From an optimization exercise on the open Yosys and OpenROAD flow, aimed at small area, a short achievable clock period and few clock cycles per item; shortcuts taken in it are not production practice. Function was checked by simulation only, so behaviour that the tests miss may differ from the original.

==> flow/design.v (outline; a module is shown in full before it is edited, if it fits) <==
// module gate_xor2: 3 lines
// module gate_xnor2: 3 lines
// module gate_nand2: 3 lines
// module gate_nor2: 3 lines
// module gate_inv: 3 lines
// module gate_oai22: 3 lines
// module gate_aoi222: 4 lines
// module aes_key_inv_datapath: 1537 lines
// module aes_128_key_inv: 86 lines
module aes_128_key_inv
(
    input  logic       clk,
    input  logic       rst,
    input  logic       key_vld_i,
    input  aes_pkg::aes_key_t key_i,
    output logic       key_rdy_o,
    output logic       rk_vld_o,
    input  logic       rk_rdy_i,
    output aes_pkg::aes_key_t rk_o,
    output logic [3:0] rk_idx_o,
    output logic       rk_last_o
);
  // ...
==> flow/flow/run.sh <==
#!/bin/bash
set -euo pipefail
export BUFFER_PORTS_ARGS="-buffer_cell sky130_fd_sc_hd__buf_1"
export SETUP_SLACK_MARGIN=10
export SKIP_INCREMENTAL_REPAIR=1
bash standard.sh > standard_flow.log 2>&1
==> flow/standard.sh <==
#!/bin/bash
# synth_recipe.tcl (not shown) runs the flow's synth.tcl, then flattens the netlist and writes it again
# the make line also repeats each setting of config.mk as NAME=value (left out here)
make -C /OpenROAD-flow-scripts/flow DESIGN_CONFIG=/design/flow/config.mk WORK_HOME=/design/flow/orfs CLKGATE_MAP_FILE= SYNTH_SCRIPT=/design/flow/synth_recipe.tcl "${@:-finish}"
==> flow/config.mk <==
export PLATFORM = sky130hd
export DESIGN_NAME = aes_128_key_inv
export DESIGN_NICKNAME = aes_128_key_inv
export VERILOG_FILES = /design/flow/design.v
export SDC_FILE = /design/flow/constraint.sdc
export NUM_CORES = 4
export LEC_CHECK = 0
export CAP_MARGIN = 20
export CORE_MARGIN = 2
export CORE_UTILIZATION = 40
export CTS_BUF_LIST = sky130_fd_sc_hd__clkbuf_8
export SLEW_MARGIN = 20
export SYNTH_HIERARCHICAL = 1
export SYNTH_MINIMUM_KEEP_SIZE = 0
export TNS_END_PERCENT = 0
==> flow/constraint.sdc <==
create_clock -name core_clock -period 16.0 [get_ports {clk}]
set_input_delay 3.2000 -clock core_clock [delete_from_list [all_inputs] [get_ports {clk}]]
set_output_delay 3.2000 -clock core_clock [all_outputs]
set_load 0.01 [all_outputs]
==> flow_summary_export.csv, run 1 <==
group,metric,value,unit
cts,h-tree-depth,4,
route,totalWireLength,54.0,mm
floorplan,initial_core_util,0.404,
final_layout,syn_to_final_growth,16.7,%
setup_path,slowest_delay,530,ps
placed_design,place_inst,2611,
final_layout,clk_share,0.0201,
setup_path,r2r-end,"key_q[106]",
final_layout,multi_input_area,0.0129,sq mm
route,met2_length,25.5,mm
cts,post-cts-setup-buffer-count,13,
timing,slew_headroom,0.394,
global_routing,met3_usage,0.0326,
route,first_pass_iters,8,
route,drt-vias-per-instance,5.05,
setup_path,start_kind,"flop",
timing,slew_violations,0,
final_layout,regArea,0.00271,sq mm
setup_path,crit_top_cell,"xor2_1",
global_routing,grt_pass1_wl,81.2,mm
floorplan,nWellTaps,518,
setup_path,cp-end-kind,"primary output",
timing,whs,496,ps
cts,cts-resized-gates,52,
outcome,status,"complete, no violations",
route,via_count,13400,
Testbench counts, summed over its fixed seeds: cycles 3,840, items 3,520.
==> run 2: changes to the inputs <==
--- a/flow/design.v
+++ b/flow/design.v
@@ -841,63 +841,63 @@
     gate_xor2 u720 (.a(n818), .b(n853), .y(nxt[124]));
     gate_xnor2 u721 (.a(n849), .b(n852), .y(nxt[125]));
     gate_xnor2 u722 (.a(n818), .b(n847), .y(nxt[120]));
     gate_xor2 u723 (.a(n823), .b(n848), .y(nxt[123]));
     gate_xor2 u724 (.a(n823), .b(n855), .y(nxt[127]));
     gate_xnor2 u725 (.a(n824), .b(n854), .y(nxt[121]));
     gate_xnor2 u726 (.a(n818), .b(n857), .y(nxt[126]));
     gate_xor2 u727 (.a(n818), .b(n856), .y(nxt[122]));
-    gate_xor2 u728 (.a(key_t[24]), .b(key_t[16]), .y(n866));
+    gate_xor2 u728 (.a(key_q[24]), .b(key_q[16]), .y(n866));
     gate_nand2 u729 (.a(g_q), .b(n866), .y(n867));
-    gate_xor2 u730 (.a(key_t[25]), .b(key_t[17]), .y(n868));
+    gate_xor2 u730 (.a(key_q[25]), .b(key_q[17]), .y(n868));
     gate_nand2 u731 (.a(g_q), .b(n868), .y(n869));
-    gate_xor2 u732 (.a(key_t[26]), .b(key_t[18]), .y(n870));
+    gate_xor2 u732 (.a(key_q[26]), .b(key_q[18]), .y(n870));
     gate_nand2 u733 (.a(g_q), .b(n870), .y(n871));
-    gate_xor2 u734 (.a(key_t[27]), .b(key_t[19]), .y(n872));
+    gate_xor2 u734 (.a(key_q[27]), .b(key_q[19]), .y(n872));
     gate_nand2 u735 (.a(g_q), .b(n872), .y(n873));
-    gate_xor2 u736 (.a(key_t[28]), .b(key_t[20]), .y(n874));
+    gate_xor2 u736 (.a(key_q[28]), .b(key_q[20]), .y(n874));
     gate_nand2 u737 (.a(g_q), .b(n874), .y(n875));
-    gate_xor2 u738 (.a(key_t[29]), .b(key_t[21]), .y(n876));
+    gate_xor2 u738 (.a(key_q[29]), .b(key_q[21]), .y(n876));
     gate_nand2 u739 (.a(g_q), .b(n876), .y(n877));
-    gate_xor2 u740 (.a(key_t[30]), .b(key_t[22]), .y(n878));
+    gate_xor2 u740 (.a(key_q[30]), .b(key_q[22]), .y(n878));
     gate_nand2 u741 (.a(g_q), .b(n878), .y(n879));
-    gate_xor2 u742 (.a(key_t[31]), .b(key_t[23]), .y(n880));
+    gate_xor2 u742 (.a(key_q[31]), .b(key_q[23]), .y(n880));
     gate_nand2 u743 (.a(g_q), .b(n880), .y(n881));
-    gate_xnor2 u744 (.a(key_q[24]), .b(key_t[8]), .y(n882));
+    gate_xor2 u744 (.a(key_q[24]), .b(key_q[8]), .y(n882));
     gate_nand2 u745 (.a(g_q), .b(n882), .y(n883));
-    gate_xnor2 u746 (.a(key_q[25]), .b(key_t[9]), .y(n884));
+    gate_xor2 u746 (.a(key_q[25]), .b(key_q[9]), .y(n884));
     gate_nand2 u747 (.a(g_q), .b(n884), .y(n885));
-    gate_xnor2 u748 (.a(key_q[26]), .b(key_t[10]), .y(n886));
+    gate_xor2 u748 (.a(key_q[26]), .b(key_q[10]), .y(n886));
     gate_nand2 u749 (.a(g_q), .b(n886), .y(n887));
-    gate_xnor2 u750 (.a(key_q[27]), .b(key_t[11]), .y(n888));
+    gate_xor2 u750 (.a(key_q[27]), .b(key_q[11]), .y(n888));
     gate_nand2 u751 (.a(g_q), .b(n888), .y(n889));
-    gate_xnor2 u752 (.a(key_q[28]), .b(key_t[12]), .y(n890));
+    gate_xor2 u752 (.a(key_q[28]), .b(key_q[12]), .y(n890));
     gate_nand2 u753 (.a(g_q), .b(n890), .y(n891));
-    gate_xnor2 u754 (.a(key_q[29]), .b(key_t[13]), .y(n892));
+    gate_xor2 u754 (.a(key_q[29]), .b(key_q[13]), .y(n892));
     gate_nand2 u755 (.a(g_q), .b(n892), .y(n893));
-    gate_xnor2 u756 (.a(key_q[30]), .b(key_t[14]), .y(n894));
+    gate_xor2 u756 (.a(key_q[30]), .b(key_q[14]), .y(n894));
     gate_nand2 u757 (.a(g_q), .b(n894), .y(n895));
-    gate_xnor2 u758 (.a(key_q[31]), .b(key_t[15]), .y(n896));
+    gate_xor2 u758 (.a(key_q[31]), .b(key_q[15]), .y(n896));
     gate_nand2 u759 (.a(g_q), .b(n896), .y(n897));
-    gate_xnor2 u760 (.a(key_q[16]), .b(key_t[0]), .y(n898));
+    gate_xor2 u760 (.a(key_q[16]), .b(key_q[0]), .y(n898));
     gate_nand2 u761 (.a(g_q), .b(n898), .y(n899));
-    gate_xnor2 u762 (.a(key_q[17]), .b(key_t[1]), .y(n900));
+    gate_xor2 u762 (.a(key_q[17]), .b(key_q[1]), .y(n900));
     gate_nand2 u763 (.a(g_q), .b(n900), .y(n901));
-    gate_xnor2 u764 (.a(key_q[18]), .b(key_t[2]), .y(n902));
+    gate_xor2 u764 (.a(key_q[18]), .b(key_q[2]), .y(n902));
     gate_nand2 u765 (.a(g_q), .b(n902), .y(n903));
-    gate_xnor2 u766 (.a(key_q[19]), .b(key_t[3]), .y(n904));
+    gate_xor2 u766 (.a(key_q[19]), .b(key_q[3]), .y(n904));
     gate_nand2 u767 (.a(g_q), .b(n904), .y(n905));
-    gate_xnor2 u768 (.a(key_q[20]), .b(key_t[4]), .y(n906));
+    gate_xor2 u768 (.a(key_q[20]), .b(key_q[4]), .y(n906));
     gate_nand2 u769 (.a(g_q), .b(n906), .y(n907));
-    gate_xnor2 u770 (.a(key_q[21]), .b(key_t[5]), .y(n908));
+    gate_xor2 u770 (.a(key_q[21]), .b(key_q[5]), .y(n908));
     gate_nand2 u771 (.a(g_q), .b(n908), .y(n909));
-    gate_xnor2 u772 (.a(key_q[22]), .b(key_t[6]), .y(n910));
+    gate_xor2 u772 (.a(key_q[22]), .b(key_q[6]), .y(n910));
     gate_nand2 u773 (.a(g_q), .b(n910), .y(n911));
-    gate_xnor2 u774 (.a(key_q[23]), .b(key_t[7]), .y(n912));
+    gate_xor2 u774 (.a(key_q[23]), .b(key_q[7]), .y(n912));
     gate_nand2 u775 (.a(g_q), .b(n912), .y(n913));
     gate_xor2 u776 (.a(n893), .b(n909), .y(n914));
     gate_xnor2 u777 (.a(n881), .b(n914), .y(n915));
     gate_xor2 u778 (.a(n895), .b(n913), .y(n916));
     gate_xor2 u779 (.a(n897), .b(n911), .y(n917));
     gate_xor2 u780 (.a(n883), .b(n899), .y(n918));
     gate_xor2 u781 (.a(n891), .b(n907), .y(n919));
     gate_xor2 u782 (.a(n885), .b(n901), .y(n920));
@@ -924,68 +924,68 @@
     gate_xor2 u803 (.a(n869), .b(n883), .y(n941));
     gate_xor2 u804 (.a(n871), .b(n885), .y(n942));
     gate_xor2 u805 (.a(n873), .b(n887), .y(n943));
     gate_xor2 u806 (.a(n921), .b(n942), .y(n944));
     gate_xor2 u807 (.a(n921), .b(n925), .y(n945));
     gate_xnor2 u808 (.a(n893), .b(n928), .y(n946));
     gate_xnor2 u809 (.a(n909), .b(n928), .y(n947));
     gate_xor2 u810 (.a(n895), .b(n899), .y(n948));
-    gate_xnor2 u811 (.a(n897), .b(key_t[27]), .y(n949));
+    gate_xor2 u811 (.a(n897), .b(key_q[27]), .y(n949));
     gate_xnor2 u812 (.a(n897), .b(n916), .y(n950));
-    gate_xnor2 u813 (.a(n897), .b(key_t[31]), .y(n951));
+    gate_xor2 u813 (.a(n897), .b(key_q[31]), .y(n951));
     gate_xor2 u814 (.a(n913), .b(key_q[7]), .y(n952));
     gate_xor2 u815 (.a(n895), .b(key_q[11]), .y(n953));
     gate_xor2 u816 (.a(n907), .b(key_q[5]), .y(n954));
     gate_xor2 u817 (.a(n895), .b(key_q[4]), .y(n955));
     gate_xor2 u818 (.a(n907), .b(n909), .y(n956));
     gate_xor2 u819 (.a(n893), .b(n907), .y(n957));
-    gate_xnor2 u820 (.a(n887), .b(key_t[19]), .y(n958));
+    gate_xor2 u820 (.a(n887), .b(key_q[19]), .y(n958));
     gate_xor2 u821 (.a(n901), .b(key_q[2]), .y(n959));
-    gate_xnor2 u822 (.a(n905), .b(key_t[21]), .y(n960));
+    gate_xor2 u822 (.a(n905), .b(key_q[21]), .y(n960));
     gate_xor2 u823 (.a(n903), .b(key_q[3]), .y(n961));
-    gate_xnor2 u824 (.a(n889), .b(key_t[20]), .y(n962));
-    gate_xnor2 u825 (.a(n885), .b(key_t[18]), .y(n963));
-    gate_xnor2 u826 (.a(n883), .b(key_t[17]), .y(n964));
+    gate_xor2 u824 (.a(n889), .b(key_q[20]), .y(n962));
+    gate_xor2 u825 (.a(n885), .b(key_q[18]), .y(n963));
+    gate_xor2 u826 (.a(n883), .b(key_q[17]), .y(n964));
     gate_xor2 u827 (.a(n891), .b(key_q[14]), .y(n965));
-    gate_xnor2 u828 (.a(n889), .b(key_t[29]), .y(n966));
+    gate_xor2 u828 (.a(n889), .b(key_q[29]), .y(n966));
     gate_xor2 u829 (.a(n889), .b(key_q[13]), .y(n967));
-    gate_xnor2 u830 (.a(n895), .b(key_t[24]), .y(n968));
-    gate_xnor2 u831 (.a(n891), .b(key_t[30]), .y(n969));
+    gate_xor2 u830 (.a(n895), .b(key_q[24]), .y(n968));
+    gate_xor2 u831 (.a(n891), .b(key_q[30]), .y(n969));
     gate_xnor2 u832 (.a(key_q[9]), .b(n925), .y(n970));
     gate_xor2 u833 (.a(n938), .b(n958), .y(n971));
     gate_xnor2 u834 (.a(key_q[6]), .b(n956), .y(n972));
     gate_xor2 u835 (.a(n940), .b(n962), .y(n973));
     gate_xnor2 u836 (.a(key_q[15]), .b(n916), .y(n974));
-    gate_xor2 u837 (.a(key_t[28]), .b(n917), .y(n975));
+    gate_xnor2 u837 (.a(key_q[28]), .b(n917), .y(n975));
     gate_xor2 u838 (.a(n940), .b(n955), .y(n976));
     gate_xor2 u839 (.a(n914), .b(n965), .y(n977));
     gate_xnor2 u840 (.a(key_q[10]), .b(n920), .y(n978));
     gate_xor2 u841 (.a(n919), .b(n967), .y(n979));
     gate_xor2 u842 (.a(n917), .b(n952), .y(n980));
-    gate_xor2 u843 (.a(key_t[26]), .b(n941), .y(n981));
+    gate_xnor2 u843 (.a(key_q[26]), .b(n941), .y(n981));
     gate_xnor2 u844 (.a(key_q[0]), .b(n925), .y(n982));
     gate_xnor2 u845 (.a(n905), .b(n954), .y(n983));
-    gate_xor2 u846 (.a(key_t[16]), .b(n917), .y(n984));
+    gate_xnor2 u846 (.a(key_q[16]), .b(n917), .y(n984));
     gate_xor2 u847 (.a(n922), .b(n953), .y(n985));
     gate_xor2 u848 (.a(n939), .b(n959), .y(n986));
     gate_xnor2 u849 (.a(n913), .b(n951), .y(n987));
-    gate_xor2 u850 (.a(key_t[25]), .b(n917), .y(n988));
+    gate_xnor2 u850 (.a(key_q[25]), .b(n917), .y(n988));
     gate_xnor2 u851 (.a(key_q[1]), .b(n948), .y(n989));
     gate_xor2 u852 (.a(n938), .b(n961), .y(n990));
-    gate_xor2 u853 (.a(key_t[22]), .b(n957), .y(n991));
+    gate_xnor2 u853 (.a(key_q[22]), .b(n957), .y(n991));
     gate_xor2 u854 (.a(n916), .b(n949), .y(n992));
     gate_xnor2 u855 (.a(n891), .b(n960), .y(n993));
     gate_xnor2 u856 (.a(key_q[12]), .b(n943), .y(n994));
     gate_xor2 u857 (.a(n939), .b(n963), .y(n995));
     gate_xor2 u858 (.a(n944), .b(n992), .y(n996));
     gate_xor2 u859 (.a(n943), .b(n975), .y(n997));
     gate_xor2 u860 (.a(n950), .b(n973), .y(n998));
     gate_xnor2 u861 (.a(key_q[8]), .b(n950), .y(n999));
-    gate_xor2 u862 (.a(key_t[23]), .b(n950), .y(n1000));
+    gate_xnor2 u862 (.a(key_q[23]), .b(n950), .y(n1000));
     gate_xor2 u863 (.a(n945), .b(n971), .y(n1001));
     gate_xnor2 u864 (.a(n905), .b(n976), .y(n1002));
     gate_xor2 u865 (.a(n931), .b(n966), .y(n1003));
     gate_xor2 u866 (.a(n931), .b(n983), .y(n1004));
     gate_xor2 u867 (.a(n931), .b(n979), .y(n1005));
     gate_xor2 u868 (.a(n924), .b(n990), .y(n1006));
     gate_xor2 u869 (.a(n932), .b(n970), .y(n1007));
     gate_xor2 u870 (.a(n931), .b(n993), .y(n1008));
@@ -1381,63 +1381,63 @@
     gate_xor2 u1260 (.a(n1296), .b(n1358), .y(rk_o[84]));
     gate_xor2 u1261 (.a(n1294), .b(n1363), .y(rk_o[93]));
     gate_xor2 u1262 (.a(n1283), .b(n1361), .y(rk_o[83]));
     gate_xor2 u1263 (.a(n1307), .b(n1340), .y(rk_o[71]));
     gate_xor2 u1264 (.a(n1295), .b(n1355), .y(rk_o[82]));
     gate_xor2 u1265 (.a(n1283), .b(n1344), .y(rk_o[80]));
     gate_xor2 u1266 (.a(n1293), .b(n1337), .y(rk_o[78]));
     gate_xor2 u1267 (.a(n1306), .b(n1371), .y(rk_o[79]));
-    gate_xor2 u1268 (.a(key_t[120]), .b(key_t[112]), .y(n1406));
+    gate_xor2 u1268 (.a(key_q[120]), .b(key_q[112]), .y(n1406));
     gate_nand2 u1269 (.a(g_q), .b(n1406), .y(n1407));
-    gate_xor2 u1270 (.a(key_t[121]), .b(key_t[113]), .y(n1408));
+    gate_xor2 u1270 (.a(key_q[121]), .b(key_q[113]), .y(n1408));
     gate_nand2 u1271 (.a(g_q), .b(n1408), .y(n1409));
-    gate_xor2 u1272 (.a(key_t[122]), .b(key_t[114]), .y(n1410));
+    gate_xor2 u1272 (.a(key_q[122]), .b(key_q[114]), .y(n1410));
     gate_nand2 u1273 (.a(g_q), .b(n1410), .y(n1411));
-    gate_xor2 u1274 (.a(key_t[123]), .b(key_t[115]), .y(n1412));
+    gate_xor2 u1274 (.a(key_q[123]), .b(key_q[115]), .y(n1412));
     gate_nand2 u1275 (.a(g_q), .b(n1412), .y(n1413));
-    gate_xor2 u1276 (.a(key_t[124]), .b(key_t[116]), .y(n1414));
+    gate_xor2 u1276 (.a(key_q[124]), .b(key_q[116]), .y(n1414));
     gate_nand2 u1277 (.a(g_q), .b(n1414), .y(n1415));
-    gate_xor2 u1278 (.a(key_t[125]), .b(key_t[117]), .y(n1416));
+    gate_xor2 u1278 (.a(key_q[125]), .b(key_q[117]), .y(n1416));
     gate_nand2 u1279 (.a(g_q), .b(n1416), .y(n1417));
-    gate_xor2 u1280 (.a(key_t[126]), .b(key_t[118]), .y(n1418));
+    gate_xor2 u1280 (.a(key_q[126]), .b(key_q[118]), .y(n1418));
     gate_nand2 u1281 (.a(g_q), .b(n1418), .y(n1419));
-    gate_xor2 u1282 (.a(key_t[127]), .b(key_t[119]), .y(n1420));
+    gate_xor2 u1282 (.a(key_q[127]), .b(key_q[119]), .y(n1420));
     gate_nand2 u1283 (.a(g_q), .b(n1420), .y(n1421));
-    gate_xnor2 u1284 (.a(key_q[120]), .b(key_t[104]), .y(n1422));
+    gate_xor2 u1284 (.a(key_q[120]), .b(key_q[104]), .y(n1422));
     gate_nand2 u1285 (.a(g_q), .b(n1422), .y(n1423));
-    gate_xnor2 u1286 (.a(key_q[121]), .b(key_t[105]), .y(n1424));
+    gate_xor2 u1286 (.a(key_q[121]), .b(key_q[105]), .y(n1424));
     gate_nand2 u1287 (.a(g_q), .b(n1424), .y(n1425));
-    gate_xnor2 u1288 (.a(key_q[122]), .b(key_t[106]), .y(n1426));
+    gate_xor2 u1288 (.a(key_q[122]), .b(key_q[106]), .y(n1426));
     gate_nand2 u1289 (.a(g_q), .b(n1426), .y(n1427));
-    gate_xnor2 u1290 (.a(key_q[123]), .b(key_t[107]), .y(n1428));
+    gate_xor2 u1290 (.a(key_q[123]), .b(key_q[107]), .y(n1428));
     gate_nand2 u1291 (.a(g_q), .b(n1428), .y(n1429));
-    gate_xnor2 u1292 (.a(key_q[124]), .b(key_t[108]), .y(n1430));
+    gate_xor2 u1292 (.a(key_q[124]), .b(key_q[108]), .y(n1430));
     gate_nand2 u1293 (.a(g_q), .b(n1430), .y(n1431));
-    gate_xnor2 u1294 (.a(key_q[125]), .b(key_t[109]), .y(n1432));
+    gate_xor2 u1294 (.a(key_q[125]), .b(key_q[109]), .y(n1432));
     gate_nand2 u1295 (.a(g_q), .b(n1432), .y(n1433));
-    gate_xnor2 u1296 (.a(key_q[126]), .b(key_t[110]), .y(n1434));
+    gate_xor2 u1296 (.a(key_q[126]), .b(key_q[110]), .y(n1434));
     gate_nand2 u1297 (.a(g_q), .b(n1434), .y(n1435));
-    gate_xnor2 u1298 (.a(key_q[127]), .b(key_t[111]), .y(n1436));
+    gate_xor2 u1298 (.a(key_q[127]), .b(key_q[111]), .y(n1436));
     gate_nand2 u1299 (.a(g_q), .b(n1436), .y(n1437));
-    gate_xnor2 u1300 (.a(key_q[112]), .b(key_t[96]), .y(n1438));
+    gate_xor2 u1300 (.a(key_q[112]), .b(key_q[96]), .y(n1438));
     gate_nand2 u1301 (.a(g_q), .b(n1438), .y(n1439));
-    gate_xnor2 u1302 (.a(key_q[113]), .b(key_t[97]), .y(n1440));
+    gate_xor2 u1302 (.a(key_q[113]), .b(key_q[97]), .y(n1440));
     gate_nand2 u1303 (.a(g_q), .b(n1440), .y(n1441));
-    gate_xnor2 u1304 (.a(key_q[114]), .b(key_t[98]), .y(n1442));
+    gate_xor2 u1304 (.a(key_q[114]), .b(key_q[98]), .y(n1442));
     gate_nand2 u1305 (.a(g_q), .b(n1442), .y(n1443));
-    gate_xnor2 u1306 (.a(key_q[115]), .b(key_t[99]), .y(n1444));
+    gate_xor2 u1306 (.a(key_q[115]), .b(key_q[99]), .y(n1444));
     gate_nand2 u1307 (.a(g_q), .b(n1444), .y(n1445));
-    gate_xnor2 u1308 (.a(key_q[116]), .b(key_t[100]), .y(n1446));
+    gate_xor2 u1308 (.a(key_q[116]), .b(key_q[100]), .y(n1446));
     gate_nand2 u1309 (.a(g_q), .b(n1446), .y(n1447));
-    gate_xnor2 u1310 (.a(key_q[117]), .b(key_t[101]), .y(n1448));
+    gate_xor2 u1310 (.a(key_q[117]), .b(key_q[101]), .y(n1448));
     gate_nand2 u1311 (.a(g_q), .b(n1448), .y(n1449));
-    gate_xnor2 u1312 (.a(key_q[118]), .b(key_t[102]), .y(n1450));
+    gate_xor2 u1312 (.a(key_q[118]), .b(key_q[102]), .y(n1450));
     gate_nand2 u1313 (.a(g_q), .b(n1450), .y(n1451));
-    gate_xnor2 u1314 (.a(key_q[119]), .b(key_t[103]), .y(n1452));
+    gate_xor2 u1314 (.a(key_q[119]), .b(key_q[103]), .y(n1452));
     gate_nand2 u1315 (.a(g_q), .b(n1452), .y(n1453));
     gate_xor2 u1316 (.a(n1433), .b(n1449), .y(n1454));
     gate_xnor2 u1317 (.a(n1421), .b(n1454), .y(n1455));
     gate_xor2 u1318 (.a(n1435), .b(n1453), .y(n1456));
     gate_xor2 u1319 (.a(n1437), .b(n1451), .y(n1457));
     gate_xor2 u1320 (.a(n1423), .b(n1439), .y(n1458));
     gate_xor2 u1321 (.a(n1431), .b(n1447), .y(n1459));
     gate_xor2 u1322 (.a(n1425), .b(n1441), .y(n1460));
@@ -1464,68 +1464,68 @@
     gate_xor2 u1343 (.a(n1409), .b(n1423), .y(n1481));
     gate_xor2 u1344 (.a(n1411), .b(n1425), .y(n1482));
     gate_xor2 u1345 (.a(n1413), .b(n1427), .y(n1483));
     gate_xor2 u1346 (.a(n1461), .b(n1482), .y(n1484));
     gate_xor2 u1347 (.a(n1461), .b(n1465), .y(n1485));
     gate_xnor2 u1348 (.a(n1433), .b(n1468), .y(n1486));
     gate_xnor2 u1349 (.a(n1449), .b(n1468), .y(n1487));
     gate_xor2 u1350 (.a(n1435), .b(n1439), .y(n1488));
-    gate_xnor2 u1351 (.a(n1437), .b(key_t[123]), .y(n1489));
+    gate_xor2 u1351 (.a(n1437), .b(key_q[123]), .y(n1489));
     gate_xnor2 u1352 (.a(n1437), .b(n1456), .y(n1490));
-    gate_xnor2 u1353 (.a(n1437), .b(key_t[127]), .y(n1491));
+    gate_xor2 u1353 (.a(n1437), .b(key_q[127]), .y(n1491));
     gate_xor2 u1354 (.a(n1453), .b(key_q[103]), .y(n1492));
     gate_xor2 u1355 (.a(n1435), .b(key_q[107]), .y(n1493));
     gate_xor2 u1356 (.a(n1447), .b(key_q[101]), .y(n1494));
     gate_xor2 u1357 (.a(n1435), .b(key_q[100]), .y(n1495));
     gate_xor2 u1358 (.a(n1447), .b(n1449), .y(n1496));
     gate_xor2 u1359 (.a(n1433), .b(n1447), .y(n1497));
-    gate_xnor2 u1360 (.a(n1427), .b(key_t[115]), .y(n1498));
+    gate_xor2 u1360 (.a(n1427), .b(key_q[115]), .y(n1498));
     gate_xor2 u1361 (.a(n1441), .b(key_q[98]), .y(n1499));
-    gate_xnor2 u1362 (.a(n1445), .b(key_t[117]), .y(n1500));
+    gate_xor2 u1362 (.a(n1445), .b(key_q[117]), .y(n1500));
     gate_xor2 u1363 (.a(n1443), .b(key_q[99]), .y(n1501));
-    gate_xnor2 u1364 (.a(n1429), .b(key_t[116]), .y(n1502));
-    gate_xnor2 u1365 (.a(n1425), .b(key_t[114]), .y(n1503));
-    gate_xnor2 u1366 (.a(n1423), .b(key_t[113]), .y(n1504));
+    gate_xor2 u1364 (.a(n1429), .b(key_q[116]), .y(n1502));
+    gate_xor2 u1365 (.a(n1425), .b(key_q[114]), .y(n1503));
+    gate_xor2 u1366 (.a(n1423), .b(key_q[113]), .y(n1504));
     gate_xor2 u1367 (.a(n1431), .b(key_q[110]), .y(n1505));
-    gate_xnor2 u1368 (.a(n1429), .b(key_t[125]), .y(n1506));
+    gate_xor2 u1368 (.a(n1429), .b(key_q[125]), .y(n1506));
     gate_xor2 u1369 (.a(n1429), .b(key_q[109]), .y(n1507));
-    gate_xnor2 u1370 (.a(n1435), .b(key_t[120]), .y(n1508));
-    gate_xnor2 u1371 (.a(n1431), .b(key_t[126]), .y(n1509));
+    gate_xor2 u1370 (.a(n1435), .b(key_q[120]), .y(n1508));
+    gate_xor2 u1371 (.a(n1431), .b(key_q[126]), .y(n1509));
     gate_xnor2 u1372 (.a(key_q[105]), .b(n1465), .y(n1510));
     gate_xor2 u1373 (.a(n1478), .b(n1498), .y(n1511));
     gate_xnor2 u1374 (.a(key_q[102]), .b(n1496), .y(n1512));
     gate_xor2 u1375 (.a(n1480), .b(n1502), .y(n1513));
     gate_xnor2 u1376 (.a(key_q[111]), .b(n1456), .y(n1514));
-    gate_xor2 u1377 (.a(key_t[124]), .b(n1457), .y(n1515));
+    gate_xnor2 u1377 (.a(key_q[124]), .b(n1457), .y(n1515));
     gate_xor2 u1378 (.a(n1480), .b(n1495), .y(n1516));
     gate_xor2 u1379 (.a(n1454), .b(n1505), .y(n1517));
     gate_xnor2 u1380 (.a(key_q[106]), .b(n1460), .y(n1518));
     gate_xor2 u1381 (.a(n1459), .b(n1507), .y(n1519));
     gate_xor2 u1382 (.a(n1457), .b(n1492), .y(n1520));
-    gate_xor2 u1383 (.a(key_t[122]), .b(n1481), .y(n1521));
+    gate_xnor2 u1383 (.a(key_q[122]), .b(n1481), .y(n1521));
     gate_xnor2 u1384 (.a(key_q[96]), .b(n1465), .y(n1522));
     gate_xnor2 u1385 (.a(n1445), .b(n1494), .y(n1523));
-    gate_xor2 u1386 (.a(key_t[112]), .b(n1457), .y(n1524));
+    gate_xnor2 u1386 (.a(key_q[112]), .b(n1457), .y(n1524));
     gate_xor2 u1387 (.a(n1462), .b(n1493), .y(n1525));
     gate_xor2 u1388 (.a(n1479), .b(n1499), .y(n1526));
     gate_xnor2 u1389 (.a(n1453), .b(n1491), .y(n1527));
-    gate_xor2 u1390 (.a(key_t[121]), .b(n1457), .y(n1528));
+    gate_xnor2 u1390 (.a(key_q[121]), .b(n1457), .y(n1528));
     gate_xnor2 u1391 (.a(key_q[97]), .b(n1488), .y(n1529));
     gate_xor2 u1392 (.a(n1478), .b(n1501), .y(n1530));
-    gate_xor2 u1393 (.a(key_t[118]), .b(n1497), .y(n1531));
+    gate_xnor2 u1393 (.a(key_q[118]), .b(n1497), .y(n1531));
     gate_xor2 u1394 (.a(n1456), .b(n1489), .y(n1532));
     gate_xnor2 u1395 (.a(n1431), .b(n1500), .y(n1533));
     gate_xnor2 u1396 (.a(key_q[108]), .b(n1483), .y(n1534));
     gate_xor2 u1397 (.a(n1479), .b(n1503), .y(n1535));
     gate_xor2 u1398 (.a(n1484), .b(n1532), .y(n1536));
     gate_xor2 u1399 (.a(n1483), .b(n1515), .y(n1537));
     gate_xor2 u1400 (.a(n1490), .b(n1513), .y(n1538));
     gate_xnor2 u1401 (.a(key_q[104]), .b(n1490), .y(n1539));
-    gate_xor2 u1402 (.a(key_t[119]), .b(n1490), .y(n1540));
+    gate_xnor2 u1402 (.a(key_q[119]), .b(n1490), .y(n1540));
     gate_xor2 u1403 (.a(n1485), .b(n1511), .y(n1541));
     gate_xnor2 u1404 (.a(n1445), .b(n1516), .y(n1542));
     gate_xor2 u1405 (.a(n1471), .b(n1506), .y(n1543));
     gate_xor2 u1406 (.a(n1471), .b(n1523), .y(n1544));
     gate_xor2 u1407 (.a(n1471), .b(n1519), .y(n1545));
     gate_xor2 u1408 (.a(n1464), .b(n1530), .y(n1546));
     gate_xor2 u1409 (.a(n1472), .b(n1510), .y(n1547));
     gate_xor2 u1410 (.a(n1471), .b(n1533), .y(n1548));
--- a/flow/config.mk
+++ b/flow/config.mk
@@ -7,9 +7,8 @@
 export LEC_CHECK = 0
 export CAP_MARGIN = 20
 export CORE_MARGIN = 2
 export CORE_UTILIZATION = 40
 export CTS_BUF_LIST = sky130_fd_sc_hd__clkbuf_8
 export SLEW_MARGIN = 20
 export SYNTH_HIERARCHICAL = 1
 export SYNTH_MINIMUM_KEEP_SIZE = 0
-export TNS_END_PERCENT = 0
==> run 2 against run 1 <==
  * Still clean on timing, DRC and antenna
  * Critical path depth grew 2
  * Final cell count grew 0.41%
  * Synthesized area is the same
  * Register-to-register slack gained 50 ps
  * Global-route usage grew 0.82 points
  * Count of clock-buffer cells in the layout is the same
  * Highest routed layer unchanged
==> flow_summary_export.csv, run 2 <==
group,metric,value,unit
outcome,status,"complete, no violations",
setup_path,cp.required,12800,ps
worst_hold_path,min_path_cells,1,
route,totalWireLength,55.6,mm
global_routing,grt_max_degree,88,
floorplan,coreArea,0.0385,sq mm
timing,fin_crit_sh,0.381,
final_layout,final_nets,2273,
route,ant_nets,0,
final_layout,top_regs,"key_q: 128 flops, idx_q: 4 flops",
floorplan,rows,72,
timing,slew_headroom,0.278,
cts,clk_pin_slew,100,ps
setup_path,cp-startpoint,"g_q",
timing,max_freq,164,MHz
global_routing,grt_pass1_vias,13600,
setup_path,r2r_slack,9930,ps
flow_run,cap_violations,0,
worst_hold_path,hold_class,"flop to flop",
placed_design,dp_hpwl,42.6,mm
global_routing,grtUsageTotal,0.269,
timing,setup_tns,0,ps
setup_path,reg2reg_from,"key_q[44]",
placed_design,portBuffers,266,
final_layout,instances_no_fill,2667,
cts,postCtsHoldBufs,0,
cts,h-tree-depth,4,
synth,syn-instance-count,1822,
timing,whs,512,ps
final_layout,syn_to_final_growth,20.4,%
global_routing,grt_overflow_total,0,
worst_hold_path,hold_end,"vld_q",
route,drt-vias-per-instance,5.12,
floorplan,io_pins,267,
final_layout,drive_gt1_frac,0.0805,
cts,cts-resized-gates,123,
route,drc,0,
timing,slew_violations,0,
timing,hold_viol,0,
route,drt_iter0_markers,1263,
cts,cts_max_path_buffers,2,
final_layout,fin_util,0.487,
floorplan,die_w,201,um
synth,yosys_warnings,7,
cts,post-cts-setup-buffer-count,24,
setup_path,r2r_cells,18,
cts,cts_tree,"built",
timing,finClkSkew,18.1,ps
cts,clock_sinks,135,
floorplan,die_area,0.0404,sq mm
setup_path,worstPathArrival,2890,ps
final_layout,largest_reg_flops,128,
cts,numCtsBuffers,17,
placed_design,place_inst,2611,
setup_path,cp-end-kind,"primary output",
synth,syn_area,0.0155,sq mm
worst_hold_path,min-delay-start,"last_q",
global_routing,grt_pass1_wl,83.1,mm
final_layout,insertedDiodeCount,0,
setup_path,crit_type,"flop to primary output",
global_routing,antenna_found_initial,0,
cts,clockRootBuffer,"clkbuf_8",
timing,worst_pin_slew,1080,ps
final_layout,layout_common_cells,"xor2_1 (815), xnor2_1 (270), buf_1 (266), nand2_1 (205), dfxtp_1 (119)",
route,first_pass_iters,8,
route,wl_per_cell,20.8,um
setup_path,start_kind,"flop",
final_layout,regMostFlops,"key_q",
setup_path,crit_fanout,43,
timing,min_period,6090,ps
setup_path,r2r-end,"key_q[118]",
timing,setup_viol,0,
synth,syn_nets,1958,
synth,syn_area_per_cell,8.53,sq um
route,via_count,13700,
placed_design,routabilityCongestion,0.941,
cts,clock_latency,500,ps
floorplan,die_h,201,um
floorplan,initial_core_util,0.404,
final_layout,layout_commonest_cell,"xor2_1",
==> run 2: layout make-up <==
class | count | area (sq um)
tap | 518 | 648
clock inverter | 14 | 153
inverter | 68 | 259
timing repair buffer | 301 | 1340
fill | 3835 | 19700
sequential | 135 | 2730
multi-input combinational | 1614 | 13400
clock buffer | 17 | 234
==> run 2: routing by layer <==
layer | GRT usage | vias up | part of all wire | wire length, um
met4 | 0.115 | 0 | 0.038 | 2130
li1 | - | 6446 | - | -
met5 | 0 | - | 0 | 0
met1 | 0.368 | 6577 | 0.45 | 24900
met2 | 0.421 | 552 | 0.45 | 24800
met3 | 0.0421 | 90 | 0.068 | 3780
==> run 2: worst max path at each step <==
stage               cells past startpoint         end  slack, ps
finish                                  9    rk_o[94]       9910
global route                           18  key_q[106]       9500
CTS                                     8    rk_o[94]      10000
detailed placement                      7    rk_o[78]       9220
global placement                        7    rk_o[78]       9330
floorplan                               4    key_q[0]      10040
==> run 2: critical path, cell delays in order (launching register included) <==
cell and delay [ps]:
dfxtp_4 400, buf_12 130, buf_16 240, nand2_2 220
xor2_4 290, xor2_2 290, xor2_2 250, buf_4 210
xor2_1 160, buf_1 180
==> run 2: stage by stage <==
stage	worst slack (ps)	instance area, sq um
floorplan	10040	15600
global placement	9330	17200
detailed placement	9220	17200
CTS	10000	18700
global route	9500	18700
finish	9910	18700
Testbench counts of run 2, summed over its fixed seeds: cycles 3,840, items 3,520.

[separate check: timing with driven ports]
In the flow no input, the clock included, has a driving cell. The finished layouts below were timed again as built, in two steps. Step 1 (the two cells are an assumption about what drives the block):
set clk [get_ports {clk}]
set_driving_cell -lib_cell sky130_fd_sc_hd__clkbuf_16 $clk
set_driving_cell -lib_cell sky130_fd_sc_hd__buf_2 [delete_from_list [all_inputs] $clk]
Step 2, shift: input delay + t, output delay - t, t = (earliest + latest rising clock arrival at the registers) / 2. This alone moves slack from input paths to output paths. a / b / c = ideal ports / drivers / drivers and shift; a / b = the first two.
| run | t, ns | setup slack, ns | pins driven straight from the clock port |
|---|---|---|---|
| run 1 | 0.513 | 9.794 / 9.746 / 9.878 | 1 |
| run 2 | 0.534 | 9.910 / 9.864 / 9.926 | 1 |
After both steps every run listed still meets setup and hold.
